From an optimization exercise on the open Yosys and OpenROAD flow, aimed at small area; shortcuts taken in it are not production practice. Function was checked by simulation only, so behaviour that the tests miss may differ from the original.

==> nickel: inputs <==
// regfile_wb
module regfile_wb #(
    parameter int DATA_W = 32
) (
    input  logic              clk,
    input  logic              rst,
    input  logic              we,
    input  logic [4:0]        waddr,
    input  logic [DATA_W-1:0] wdata,
    input  logic [4:0]        raddr1,
    input  logic [4:0]        raddr2,
    output logic [DATA_W-1:0] rdata1,
    output logic [DATA_W-1:0] rdata2,
    output logic [15:0]       wr_count,
    output logic [4:0]        last_waddr
);
==> module regfile_wb, before the edit <==
module regfile_wb #(
    parameter int DATA_W = 32
) (
    input  logic              clk,
    input  logic              rst,
    input  logic              we,
    input  logic [4:0]        waddr,
    input  logic [DATA_W-1:0] wdata,
    input  logic [4:0]        raddr1,
    input  logic [4:0]        raddr2,
    output logic [DATA_W-1:0] rdata1,
    output logic [DATA_W-1:0] rdata2,
    output logic [15:0]       wr_count,
    output logic [4:0]        last_waddr
);
    logic [DATA_W-1:0] regs [1:31];
    logic [DATA_W-1:0] regs_d [1:31];
    logic [31:1]       valid;
    logic              commit;
    logic [31:1]       wsel, wsel_n;
    assign commit = we && (waddr != 5'd0);
    logic [3:0] wlo;
    logic [7:0] whi;
    always_comb begin
        for (int j = 0; j < 4; j++) wlo[j] = waddr[1:0] == 2'(j);
        for (int k = 0; k < 8; k++) whi[k] = we && (waddr[4:2] == 3'(k));
    end
    for (genvar i = 1; i < 32; i++) begin : g_wsel
        regfile_wb_and2  u_ws  (.a(whi[i/4]), .b(wlo[i%4]), .y(wsel[i]));
        regfile_wb_nand2 u_wsn (.a(whi[i/4]), .b(wlo[i%4]), .y(wsel_n[i]));
    end
    for (genvar i = 1; i < 32; i++) begin : g_row
        for (genvar b = 0; b < DATA_W; b++) begin : g_bit
            regfile_wb_hold u_hold (
                .wr(wsel[i]), .keep(wsel_n[i]), .wdata(wdata[b]), .q(regs[i][b]), .d(regs_d[i][b])
            );
        end
    end
    always_ff @(posedge clk) begin
        for (int i = 1; i < 32; i++) regs[i] <= regs_d[i];
    end
    always_ff @(posedge clk) begin
        if (rst) begin
            valid      <= '0;
            wr_count   <= '0;
            last_waddr <= '0;
        end else begin
            valid <= valid | wsel;
            if (commit) begin
                wr_count   <= wr_count + 16'd1;
                last_waddr <= waddr;
            end
        end
    end
    logic        hit1, hit2;
    logic [31:1] rsel1, rsel2;
    assign hit1 = commit && (raddr1 == waddr);
    assign hit2 = commit && (raddr2 == waddr);
    logic [31:1] ra1_hit, ra2_hit;
    always_comb begin
        for (int i = 1; i < 32; i++) begin
            ra1_hit[i] = raddr1 == 5'(i);
            ra2_hit[i] = raddr2 == 5'(i);
        end
    end
    for (genvar i = 1; i < 32; i++) begin : g_rsel
        regfile_wb_and3 u_rs1 (.a(ra1_hit[i]), .b(valid[i]), .c(wsel_n[i]), .y(rsel1[i]));
        regfile_wb_and3 u_rs2 (.a(ra2_hit[i]), .b(valid[i]), .c(wsel_n[i]), .y(rsel2[i]));
    end
    logic [32*DATA_W-1:0] rd_terms;
    assign rd_terms[DATA_W-1:0] = wdata;
    for (genvar i = 1; i < 32; i++) begin : g_terms
        assign rd_terms[i*DATA_W +: DATA_W] = regs[i];
    end
    regfile_wb_rdsel #(.DATA_W(DATA_W)) u_rd1 (
        .sel({rsel1, hit1}), .terms(rd_terms), .y(rdata1)
    );
    regfile_wb_rdsel #(.DATA_W(DATA_W)) u_rd2 (
        .sel({rsel2, hit2}), .terms(rd_terms), .y(rdata2)
    );
endmodule
==> module regfile_wb_and2, before the edit <==
module regfile_wb_and2 (
    input  logic a,
    input  logic b,
    output logic y
);
    assign y = a & b;
endmodule
==> module regfile_wb_nand2, before the edit <==
module regfile_wb_nand2 (
    input  logic a,
    input  logic b,
    output logic y
);
    assign y = !(a & b);
endmodule
==> module regfile_wb_and3, before the edit <==
module regfile_wb_and3 (
    input  logic a,
    input  logic b,
    input  logic c,
    output logic y
);
    assign y = a & b & c;
endmodule
==> module regfile_wb_nand4, before the edit <==
module regfile_wb_nand4 (
    input  logic [3:0] a,
    output logic       y
);
    assign y = !(&a);
endmodule
==> module regfile_wb_or4, before the edit <==
module regfile_wb_or4 (
    input  logic [3:0] a,
    output logic       y
);
    assign y = |a;
endmodule
==> module regfile_wb_ao2, before the edit <==
module regfile_wb_ao2 (
    input  logic [1:0] sel,
    input  logic [1:0] d,
    output logic       y
);
    assign y = |(sel & d);
endmodule
==> module regfile_wb_rdsel, before the edit <==
module regfile_wb_rdsel #(
    parameter int DATA_W = 32
) (
    input  logic [31:0]          sel,
    input  logic [32*DATA_W-1:0] terms,
    output logic [DATA_W-1:0]    y
);
    for (genvar b = 0; b < DATA_W; b++) begin : g_bit
        logic [31:0] d;
        logic [9:0]  pn;
        logic        p2;
        for (genvar t = 0; t < 32; t++) begin : g_t
            assign d[t] = terms[t*DATA_W + b];
        end
        for (genvar g = 0; g < 10; g++) begin : g_grp
            regfile_wb_ao3n u_ao (.sel(sel[3*g +: 3]), .d(d[3*g +: 3]), .yn(pn[g]));
        end
        regfile_wb_ao2 u_ao2 (.sel(sel[31:30]), .d(d[31:30]), .y(p2));
        logic [2:0] q;
        regfile_wb_nand4 u_n0 (.a(pn[3:0]), .y(q[0]));
        regfile_wb_nand4 u_n1 (.a(pn[7:4]), .y(q[1]));
        regfile_wb_nand2 u_n2 (.a(pn[8]), .b(pn[9]), .y(q[2]));
        regfile_wb_or4   u_or (.a({p2, q}), .y(y[b]));
    end
endmodule
==> module regfile_wb_hold, before the edit <==
module regfile_wb_hold (
    input  logic wr,
    input  logic keep,
    input  logic wdata,
    input  logic q,
    output logic d
);
    assign d = (wr & wdata) | (keep & q);
endmodule
==> module regfile_wb_ao3n, before the edit <==
module regfile_wb_ao3n (
    input  logic [2:0] sel,
    input  logic [2:0] d,
    output logic       yn
);
    assign yn = !(|(sel & d));
endmodule
==> flow/config.mk <==
export PLATFORM = sky130hd
export DESIGN_NAME = regfile_wb
export DESIGN_NICKNAME = regfile_wb
export VERILOG_FILES = /design/flow/design.v
export SDC_FILE = /design/flow/constraint.sdc
export NUM_CORES = 4
export LEC_CHECK = 0
export CAP_MARGIN = 10
export CORE_MARGIN = 2
export CORE_UTILIZATION = 40
export CTS_BUF_LIST = sky130_fd_sc_hd__clkbuf_4 sky130_fd_sc_hd__clkbuf_8 sky130_fd_sc_hd__clkbuf_16
export CTS_CLUSTER_DIAMETER = 80
export CTS_CLUSTER_SIZE = 30
export SLEW_MARGIN = 10
export SYNTH_HIERARCHICAL = 1
export SYNTH_MINIMUM_KEEP_SIZE = 0
==> flow/constraint.sdc <==
create_clock -name core_clock -period 7.0 [get_ports {clk}]
set_input_delay 1.4000 -clock core_clock [delete_from_list [all_inputs] [get_ports {clk}]]
set_output_delay 1.4000 -clock core_clock [all_outputs]
set_load 0.01 [all_outputs]
standard.sh (not shown) runs the stock make flow with config.mk's settings and CLKGATE_MAP_FILE= SYNTH_SCRIPT=/design/flow/synth_recipe.tcl, a recipe that flattens the netlist after the stock synthesis.
==> flow/flow/run.sh <==
#!/bin/bash
# Own layout flow: the standard flow (standard synthesis unchanged), with
#  - port buffers of the smallest buffer cell instead of the delay-buffer cell
#    buffer_ports picks by default (every input and output still gets one);
#  - clock tree synthesis without dummy loads.
# The make output of the whole run goes to flow_make.log in the work folder;
# ORFS keeps each step's own log under orfs/logs/.
set -euo pipefail
export BUFFER_PORTS_ARGS="-buffer_cell sky130_fd_sc_hd__buf_1"
export CTS_ARGS="-sink_clustering_enable -repair_clock_nets -dont_use_dummy_load -sink_clustering_size 30 -sink_clustering_max_diameter 80 -buf_list {sky130_fd_sc_hd__clkbuf_4 sky130_fd_sc_hd__clkbuf_8 sky130_fd_sc_hd__clkbuf_16}"
bash standard.sh finish > flow_make.log 2>&1
==> inputs of indigo, as changes to nickel <==
--- a/flow/design.v
+++ b/flow/design.v
@@ -20,13 +20,9 @@
     logic [31:1]       wsel, wsel_n;
     assign commit = we && (waddr != 5'd0);
-    logic [3:0] wlo;
-    logic [7:0] whi;
     always_comb begin
-        for (int j = 0; j < 4; j++) wlo[j] = waddr[1:0] == 2'(j);
-        for (int k = 0; k < 8; k++) whi[k] = we && (waddr[4:2] == 3'(k));
-    end
-    for (genvar i = 1; i < 32; i++) begin : g_wsel
-        regfile_wb_and2  u_ws  (.a(whi[i/4]), .b(wlo[i%4]), .y(wsel[i]));
-        regfile_wb_nand2 u_wsn (.a(whi[i/4]), .b(wlo[i%4]), .y(wsel_n[i]));
+        for (int i = 1; i < 32; i++) begin
+            wsel[i]   = commit && (waddr == 5'(i));
+            wsel_n[i] = !we || (waddr != 5'(i));
+        end
     end
     for (genvar i = 1; i < 32; i++) begin : g_row
@@ -57,14 +53,9 @@
     assign hit1 = commit && (raddr1 == waddr);
     assign hit2 = commit && (raddr2 == waddr);
-    logic [31:1] ra1_hit, ra2_hit;
     always_comb begin
         for (int i = 1; i < 32; i++) begin
-            ra1_hit[i] = raddr1 == 5'(i);
-            ra2_hit[i] = raddr2 == 5'(i);
+            rsel1[i] = (raddr1 == 5'(i)) && valid[i] && !hit1;
+            rsel2[i] = (raddr2 == 5'(i)) && valid[i] && !hit2;
         end
-    end
-    for (genvar i = 1; i < 32; i++) begin : g_rsel
-        regfile_wb_and3 u_rs1 (.a(ra1_hit[i]), .b(valid[i]), .c(wsel_n[i]), .y(rsel1[i]));
-        regfile_wb_and3 u_rs2 (.a(ra2_hit[i]), .b(valid[i]), .c(wsel_n[i]), .y(rsel2[i]));
     end
     logic [32*DATA_W-1:0] rd_terms;
@@ -79,26 +70,4 @@
         .sel({rsel2, hit2}), .terms(rd_terms), .y(rdata2)
     );
-endmodule
-module regfile_wb_and2 (
-    input  logic a,
-    input  logic b,
-    output logic y
-);
-    assign y = a & b;
-endmodule
-module regfile_wb_nand2 (
-    input  logic a,
-    input  logic b,
-    output logic y
-);
-    assign y = !(a & b);
-endmodule
-module regfile_wb_and3 (
-    input  logic a,
-    input  logic b,
-    input  logic c,
-    output logic y
-);
-    assign y = a & b & c;
 endmodule
 module regfile_wb_hold (
@@ -118,22 +87,10 @@
     assign yn = !(|(sel & d));
 endmodule
-module regfile_wb_nand4 (
-    input  logic [3:0] a,
-    output logic       y
-);
-    assign y = !(&a);
-endmodule
-module regfile_wb_or4 (
-    input  logic [3:0] a,
-    output logic       y
-);
-    assign y = |a;
-endmodule
-module regfile_wb_ao2 (
+module regfile_wb_ao2n (
     input  logic [1:0] sel,
     input  logic [1:0] d,
-    output logic       y
+    output logic       yn
 );
-    assign y = |(sel & d);
+    assign yn = !(|(sel & d));
 endmodule
 module regfile_wb_rdsel #(
@@ -146,6 +103,5 @@
     for (genvar b = 0; b < DATA_W; b++) begin : g_bit
         logic [31:0] d;
-        logic [9:0]  pn;
-        logic        p2;
+        logic [10:0] pn;
         for (genvar t = 0; t < 32; t++) begin : g_t
             assign d[t] = terms[t*DATA_W + b];
@@ -154,10 +110,6 @@
             regfile_wb_ao3n u_ao (.sel(sel[3*g +: 3]), .d(d[3*g +: 3]), .yn(pn[g]));
         end
-        regfile_wb_ao2 u_ao2 (.sel(sel[31:30]), .d(d[31:30]), .y(p2));
-        logic [2:0] q;
-        regfile_wb_nand4 u_n0 (.a(pn[3:0]), .y(q[0]));
-        regfile_wb_nand4 u_n1 (.a(pn[7:4]), .y(q[1]));
-        regfile_wb_nand2 u_n2 (.a(pn[8]), .b(pn[9]), .y(q[2]));
-        regfile_wb_or4   u_or (.a({p2, q}), .y(y[b]));
+        regfile_wb_ao2n u_ao2 (.sel(sel[31:30]), .d(d[31:30]), .yn(pn[10]));
+        assign y[b] = !(&pn);
     end
 endmodule
==> flow/run.sh (new file) <==
#!/bin/bash
# synth_recipe.tcl (not shown) runs the flow's synth.tcl, then flattens the netlist and writes it again
# the make line also repeats each setting of config.mk as NAME=value (left out here)
make -C /OpenROAD-flow-scripts/flow DESIGN_CONFIG=/design/flow/config.mk WORK_HOME=/design/flow/orfs CLKGATE_MAP_FILE= SYNTH_SCRIPT=/design/flow/synth_recipe.tcl finish
- CAP_MARGIN: 10 -> 20
- CTS_BUF_LIST: sky130_fd_sc_hd__clkbuf_4 sky130_fd_sc_hd__clkbuf_8 sky130_fd_sc_hd__clkbuf_16 -> default
- CTS_CLUSTER_DIAMETER: 80 -> default
- CTS_CLUSTER_SIZE: 30 -> default
- SLEW_MARGIN: 10 -> 20
removed: flow/flow/run.sh
removed: flow/standard.sh
==> inputs of garnet, as changes to nickel <==
==> flow/design.v (replaced) <==
module regfile_wb #(
    parameter int DATA_W = 32,
    parameter bit BYPASS = 1'b1
) (
    input  logic              clk,
    input  logic              rst,
    input  logic              we,
    input  logic [4:0]        waddr,
    input  logic [DATA_W-1:0] wdata,
    input  logic [4:0]        raddr1,
    input  logic [4:0]        raddr2,
    output logic [DATA_W-1:0] rdata1,
    output logic [DATA_W-1:0] rdata2,
    output logic [15:0]       wr_count,
    output logic [4:0]        last_waddr
);
    logic [DATA_W-1:0] regs [32];
    logic              commit;
    assign commit = we && (waddr != 5'd0);
    always_ff @(posedge clk) begin
        if (rst) begin
            for (int i = 0; i < 32; i++) begin
                regs[i] <= '0;
            end
            wr_count   <= '0;
            last_waddr <= '0;
        end else if (commit) begin
            regs[waddr] <= wdata;
            wr_count    <= wr_count + 16'd1;
            last_waddr  <= waddr;
        end
    end
    always_comb begin
        rdata1 = regs[raddr1];
        rdata2 = regs[raddr2];
        if (BYPASS && commit && (raddr1 == waddr)) rdata1 = wdata;
        if (BYPASS && commit && (raddr2 == waddr)) rdata2 = wdata;
    end
endmodule
==> flow/run.sh (new file) <==
#!/bin/bash
# synth_recipe.tcl (not shown) runs the flow's synth.tcl, then flattens the netlist and writes it again
# the make line also repeats each setting of config.mk as NAME=value (left out here)
make -C /OpenROAD-flow-scripts/flow DESIGN_CONFIG=/design/flow/config.mk WORK_HOME=/design/flow/orfs CLKGATE_MAP_FILE= SYNTH_SCRIPT=/design/flow/synth_recipe.tcl finish
- CAP_MARGIN: 10 -> 20
- CTS_BUF_LIST: sky130_fd_sc_hd__clkbuf_4 sky130_fd_sc_hd__clkbuf_8 sky130_fd_sc_hd__clkbuf_16 -> default
- CTS_CLUSTER_DIAMETER: 80 -> default
- CTS_CLUSTER_SIZE: 30 -> default
- SLEW_MARGIN: 10 -> 20
- SYNTH_HIERARCHICAL: 1 -> default
- SYNTH_MINIMUM_KEEP_SIZE: 0 -> default
removed: flow/flow/run.sh
removed: flow/standard.sh
==> results.ini <==
[synth]
yosys-top-cells-area = edfxtp_1 56%, mux4_2 21%, and2_1 11%
synth_compound_area_frac = 0.03374
synth_xor_area_frac = 0.002392

[status]
outcome = timing/DRC/antenna clean

[worst_setup_path]
endpoint = rdata1[9]

[detailed_routing]
met1_length_mm = 73.64

[cells_and_area]
layout_commonest_cell = edfxtp_1
num-clock-buffers = 130

[pwr]
power_switching_uw = 3865

[clock_network]
cts_buffers = 111
postCtsSetupRepairBufs = 0

(the above is from garnet)
==> results.ini <==
[status]
outcome = timing/DRC/antenna clean

[clock_network]
postCtsSetupRepairBufs = 7
cts_buffers = 107

[pwr]
power_switching_uw = 3965

[synth]
synth_compound_area_frac = 0.4011
yosys-top-cells-area = dfxtp_1 52%, a22o_1 21%, a222oi_1 16%
synth_xor_area_frac = 0.003467

[worst_setup_path]
endpoint = rdata2[6]

(the above is from indigo)
==> results.ini <==
[synth]
synth_compound_area_frac = 0.3937
yosys-top-cells-area = dfxtp_1 52%, a22o_1 23%, a222oi_1 16%
synth_xor_area_frac = 0.003263

[detailed_routing]
met1_length_mm = 72.51

[cells_and_area]
num-clock-buffers = 47
layout_commonest_cell = a22o_1

[status]
outcome = timing/DRC/antenna clean

[worst_setup_path]
endpoint = rdata2[12]

[clock_network]
cts_buffers = 47

(the above is from nickel)

-- re-timing with driven ports --
The results above use ideal ports. As a check the final layouts listed here were re-extracted and re-timed, cells and wires unchanged. Step 1 assumes that a clkbuf_16 drives the clock port and a buf_2 every other input. Step 2, shift: input delay + t, output delay - t, t = (earliest + latest rising clock arrival at the registers) / 2. This alone moves slack from input paths to output paths. Three values: ideal, step 1, step 2; two values: the first two.
run	shift t [ns]	setup slack, ns	cell pins on the clock port's net
nickel	0.724	0.302 / 0.270 / 0.270	1
indigo	0.760	0.052 / 0.023 / 0.023	1
garnet	0.813	0.497 / 0.356 / 0.356	1
After both steps every run listed still meets setup and hold. The setup slack of garnet, which loses most, moves by -0.141 ns with the drivers and by -0.141 ns with both steps.
